From an optimization exercise on the open Yosys and OpenROAD flow, aimed at small area; shortcuts taken in it are not production practice. The RTL was checked by simulation tests, not by an equivalence proof against the original design. Power is estimated from default activity; no workload was simulated.

Design gpio_top, start of the top module:
module gpio_top (
   input  logic        PCLK,
   input  logic        aresetn,
   input  logic        psel_i,
   input  logic        penable_i,
   input  logic        pwrite_i,
   input  logic [7:0]  paddr_i,
   input  logic [31:0] pwdata_i,
   output logic [31:0] prdata_o,
   output logic        pready_o,
   output logic        pslverr_o,
   input  logic [31:0] gpio_in_i,
   output logic [31:0] gpio_out_o,
   output logic [31:0] gpio_oe_o,
   output logic [31:0] int_o,
   output logic        int_or_o
);
For scale: ~510 flip-flops, about 210 I/O pins.
==> flow/config.mk <==
export PLATFORM = sky130hd
export DESIGN_NAME = gpio_top
export DESIGN_NICKNAME = gpio_top
export VERILOG_FILES = /design/flow/design.v
export SDC_FILE = /design/flow/constraint.sdc
export NUM_CORES = 4
export LEC_CHECK = 0
export CAP_MARGIN = 20
export CORE_MARGIN = 2
export CORE_UTILIZATION = 40
export SLEW_MARGIN = 20
==> flow/constraint.sdc <==
create_clock -name core_clock -period 5.0 [get_ports {PCLK}]
set_input_delay 1.0000 -clock core_clock [delete_from_list [all_inputs] [get_ports {PCLK}]]
set_output_delay 1.0000 -clock core_clock [all_outputs]
set_load 0.01 [all_outputs]
run.sh (not shown) runs the stock make flow with config.mk's settings and CLKGATE_MAP_FILE= SYNTH_SCRIPT=/design/flow/synth_recipe.tcl, a recipe that flattens the netlist after the stock synthesis.
Next try:
==> flow/flow/run.sh (new file) <==
#!/bin/bash
# Standard layout, with the port buffers made from the smallest buffer.
set -euo pipefail
export BUFFER_PORTS_ARGS="-buffer_cell sky130_fd_sc_hd__buf_1"
bash standard.sh > standard_flow.log 2>&1
==> flow/standard.sh (new file) <==
#!/bin/bash
# synth_recipe.tcl (not shown) runs the flow's synth.tcl, then flattens the netlist and writes it again
# the make line also repeats each setting of config.mk as NAME=value (left out here)
make -C /OpenROAD-flow-scripts/flow DESIGN_CONFIG=/design/flow/config.mk WORK_HOME=/design/flow/orfs CLKGATE_MAP_FILE= SYNTH_SCRIPT=/design/flow/synth_recipe.tcl "${@:-finish}"
CTS_BUF_LIST = sky130_fd_sc_hd__clkbuf_2 sky130_fd_sc_hd__clkbuf_4 sky130_fd_sc_hd__clkbuf_8   (was default)
GPL_TIMING_DRIVEN = 0   (was default)
removed: flow/run.sh
This time the run produced a layout that fails on negative setup slack; maximum frequency went down by a few percent; routed wire length climbs by a few percent; sequential power is about the same; sequential share of layout area came out higher by 3.8 points; hold slack got worse by 0.10 ns; design area falls by a few percent; total power goes down by a few percent; core utilization came out lower by 3.6 points; count of clock-buffer cells in the layout rose by 62; cell count barely changes.

gpio_top, a different RTL version from the one above (not shown whole).
Size in the first run: ~1400 cells after synthesis, ~210 I/O pins, about 0.019 mm² of cells after synthesis.
==> flow/config.mk <==
export PLATFORM = sky130hd
export DESIGN_NAME = gpio_top
export DESIGN_NICKNAME = gpio_top
export VERILOG_FILES = /design/flow/design.v
export SDC_FILE = /design/flow/constraint.sdc
export NUM_CORES = 4
export LEC_CHECK = 0
export CAP_MARGIN = 20
export CORE_MARGIN = 2
export CORE_UTILIZATION = 65
export GPL_TIMING_DRIVEN = 0
export SETUP_SLACK_MARGIN = 0.1
export SLEW_MARGIN = 20
==> flow/constraint.sdc <==
create_clock -name core_clock -period 5.0 [get_ports {PCLK}]
set_input_delay 1.0000 -clock core_clock [delete_from_list [all_inputs] [get_ports {PCLK}]]
set_output_delay 1.0000 -clock core_clock [all_outputs]
set_load 0.01 [all_outputs]
standard.sh (not shown) runs the stock make flow with config.mk's settings and CLKGATE_MAP_FILE= SYNTH_SCRIPT=/design/flow/synth_recipe.tcl, a recipe that flattens the netlist after the stock synthesis.
==> flow/flow/run.sh <==
#!/bin/bash
# Standard layout with three changes:
# * the combinational logic of the standard synthesis is mapped again with
#   an area-oriented ABC script (flip-flops keep their cells and names);
# * the port buffers are the smallest buffer;
# * the clock tree uses larger sink clusters and no dummy loads.
set -euo pipefail
here=$(pwd)
res=$here/orfs/results/${FLOW_PLATFORM}/gpio_top/base
lib=$FLOW_HOME/platforms/${FLOW_PLATFORM}/lib/sky130_fd_sc_hd__tt_025C_1v80.lib
yosys_bin=$FLOW_HOME/../tools/install/yosys/bin/yosys
[[ -x $yosys_bin ]] || yosys_bin=yosys

export BUFFER_PORTS_ARGS="-buffer_cell sky130_fd_sc_hd__buf_1"
export CTS_ARGS="-sink_clustering_enable -repair_clock_nets -dont_use_dummy_load -sink_clustering_size 14 -sink_clustering_max_diameter 50 -buf_list {sky130_fd_sc_hd__clkbuf_4 sky130_fd_sc_hd__clkbuf_8}"

# standard synthesis netlist
bash standard.sh synth > synth_flow.log 2>&1
cp "$res/1_2_yosys.v" "$here/standard_synth.v"

# area re-mapping of the combinational logic
RS_LIB=$lib RS_IN=$here/standard_synth.v RS_OUT=$here/resynth.v \
RS_ABC=$here/flow/area.abc RS_CONSTR=$here/flow/abc.constr RS_STAT=$here/resynth_stat.txt \
  "$yosys_bin" -c "$here/flow/resynth.tcl" > resynth.log 2>&1
cp "$here/resynth.v" "$res/1_2_yosys.v"
touch "$res/1_2_yosys.v"

# rest of the layout
bash standard.sh > standard_flow.log 2>&1
==> flow/flow/abc.constr <==
set_driving_cell sky130_fd_sc_hd__buf_1
set_load 5
==> flow/flow/area.abc <==
&get -n
&st
&dch -f
&nf -R 1000 -p -F 8 -A 4
&put
==> flow/flow/resynth.tcl <==
# Re-map the combinational logic of the standard synthesis netlist with an
# area-oriented ABC script. Flip-flops keep their cells and instance names.
yosys -import
set lib $::env(RS_LIB)
set in  $::env(RS_IN)
set out $::env(RS_OUT)
set abcs $::env(RS_ABC)
read_liberty -overwrite -setattr liberty_cell -ignore_miss_func $lib
# flip-flops stay as cells
foreach c [split [string trim [tee -q -s result.string select -list-mod {A:liberty_cell}]] "\n"] {
  if {[regexp {__(df|edf|sdf|dl|conb|tap|fill|decap|diode)} $c]} {
    setattr -mod -set blackbox 1 $c
  }
}
read_verilog -defer $in
hierarchy -top gpio_top
flatten
opt_clean -purge
setattr -mod -unset blackbox
stat
opt -fast
abc -script $abcs -liberty $lib -dont_use *probe* -dont_use *lpflow* -constr $::env(RS_CONSTR) -D 5000
opt_clean -purge
hilomap -singleton -hicell sky130_fd_sc_hd__conb_1 HI -locell sky130_fd_sc_hd__conb_1 LO
insbuf -buf sky130_fd_sc_hd__buf_4 A X
opt_clean -purge
tee -o $::env(RS_STAT) stat -liberty $lib
write_verilog -noattr -nohex -nodec $out
The first run completed with no timing, DRC or antenna violations.
Then changed:
- GPL_TIMING_DRIVEN: 0 -> unset
=> Via count climbs by 2.0%; die area is unchanged; critical path depth climbs by 1; total power stays flat; combinational power climbs by 26%; setup slack gains 0.21 ns; cell area drops by 0.74%; non-clock buffer count climbs by 15; utilization drops by 0.55 points; area after synthesis stays the same.
Then changed:
==> flow/flow/area.abc (replaced) <==
&get -n
&st
&synch2
&nf -R 1000 -p
&st
&syn2
&synch2
&nf -R 1000 -p
&st
&dch -f
&nf -R 1000 -p -F 8 -A 4
&put
- CAP_MARGIN: 20 -> 5
- SLEW_MARGIN: 20 -> 5
After rerunning:
- wire length came out higher by a little under a tenth
- first-iteration DRC count came out higher by about a fifth
- global-route usage came out higher by 3.1 points
Then changed:
- CAP_MARGIN: 5 -> 20
- SLEW_MARGIN: 5 -> 20
Sequential share of layout area is about the same.
Die area is unchanged.
Fmax increases slightly.

port drivers added, routing unchanged:
The results above use ideal ports. As a check the final layouts listed here were re-extracted and re-timed, cells and wires unchanged.
Step 1: set_driving_cell puts a clkbuf_16 on PCLK and a buf_2 on each other input, an assumption about the parent block.
Step 2, shift: input delay + t, output delay - t, t = (earliest + latest rising clock arrival at the registers) / 2. This alone moves slack from input paths to output paths.
Slacks: ideal / step 1 / step 2; pairs: ideal / step 1.
run | t (ns) | slack for setup (ns) | hold WS [ns] | clock arrival spread, ns
the first run of note 1 | 0.665 | 0.065 / 0.037 / 0.037 | 0.304 / 0.281 / 0.347 | 0.028 / 0.029
the second run of note 1 | 0.760 | -0.144 / -0.176 / -0.176 | 0.202 / 0.167 / 0.340 | 0.042 / 0.042
the first run of note 2 | 0.619 | 0.103 / 0.080 / 0.080 | 0.323 / 0.323 / 0.323 | 0.048 / 0.049
the second run of note 2 | 0.615 | 0.313 / 0.266 / 0.266 | 0.342 / 0.342 / 0.342 | 0.051 / 0.051
the third run of note 2 | 0.637 | 0.141 / 0.066 / 0.066 | 0.339 / 0.339 / 0.339 | 0.067 / 0.067
the fourth run of note 2 | 0.634 | 0.196 / 0.130 / 0.130 | 0.335 / 0.335 / 0.335 | 0.072 / 0.072
The setup slack of the third run of note 2, which loses most, moves by -0.075 ns with the drivers and by -0.075 ns with both steps.
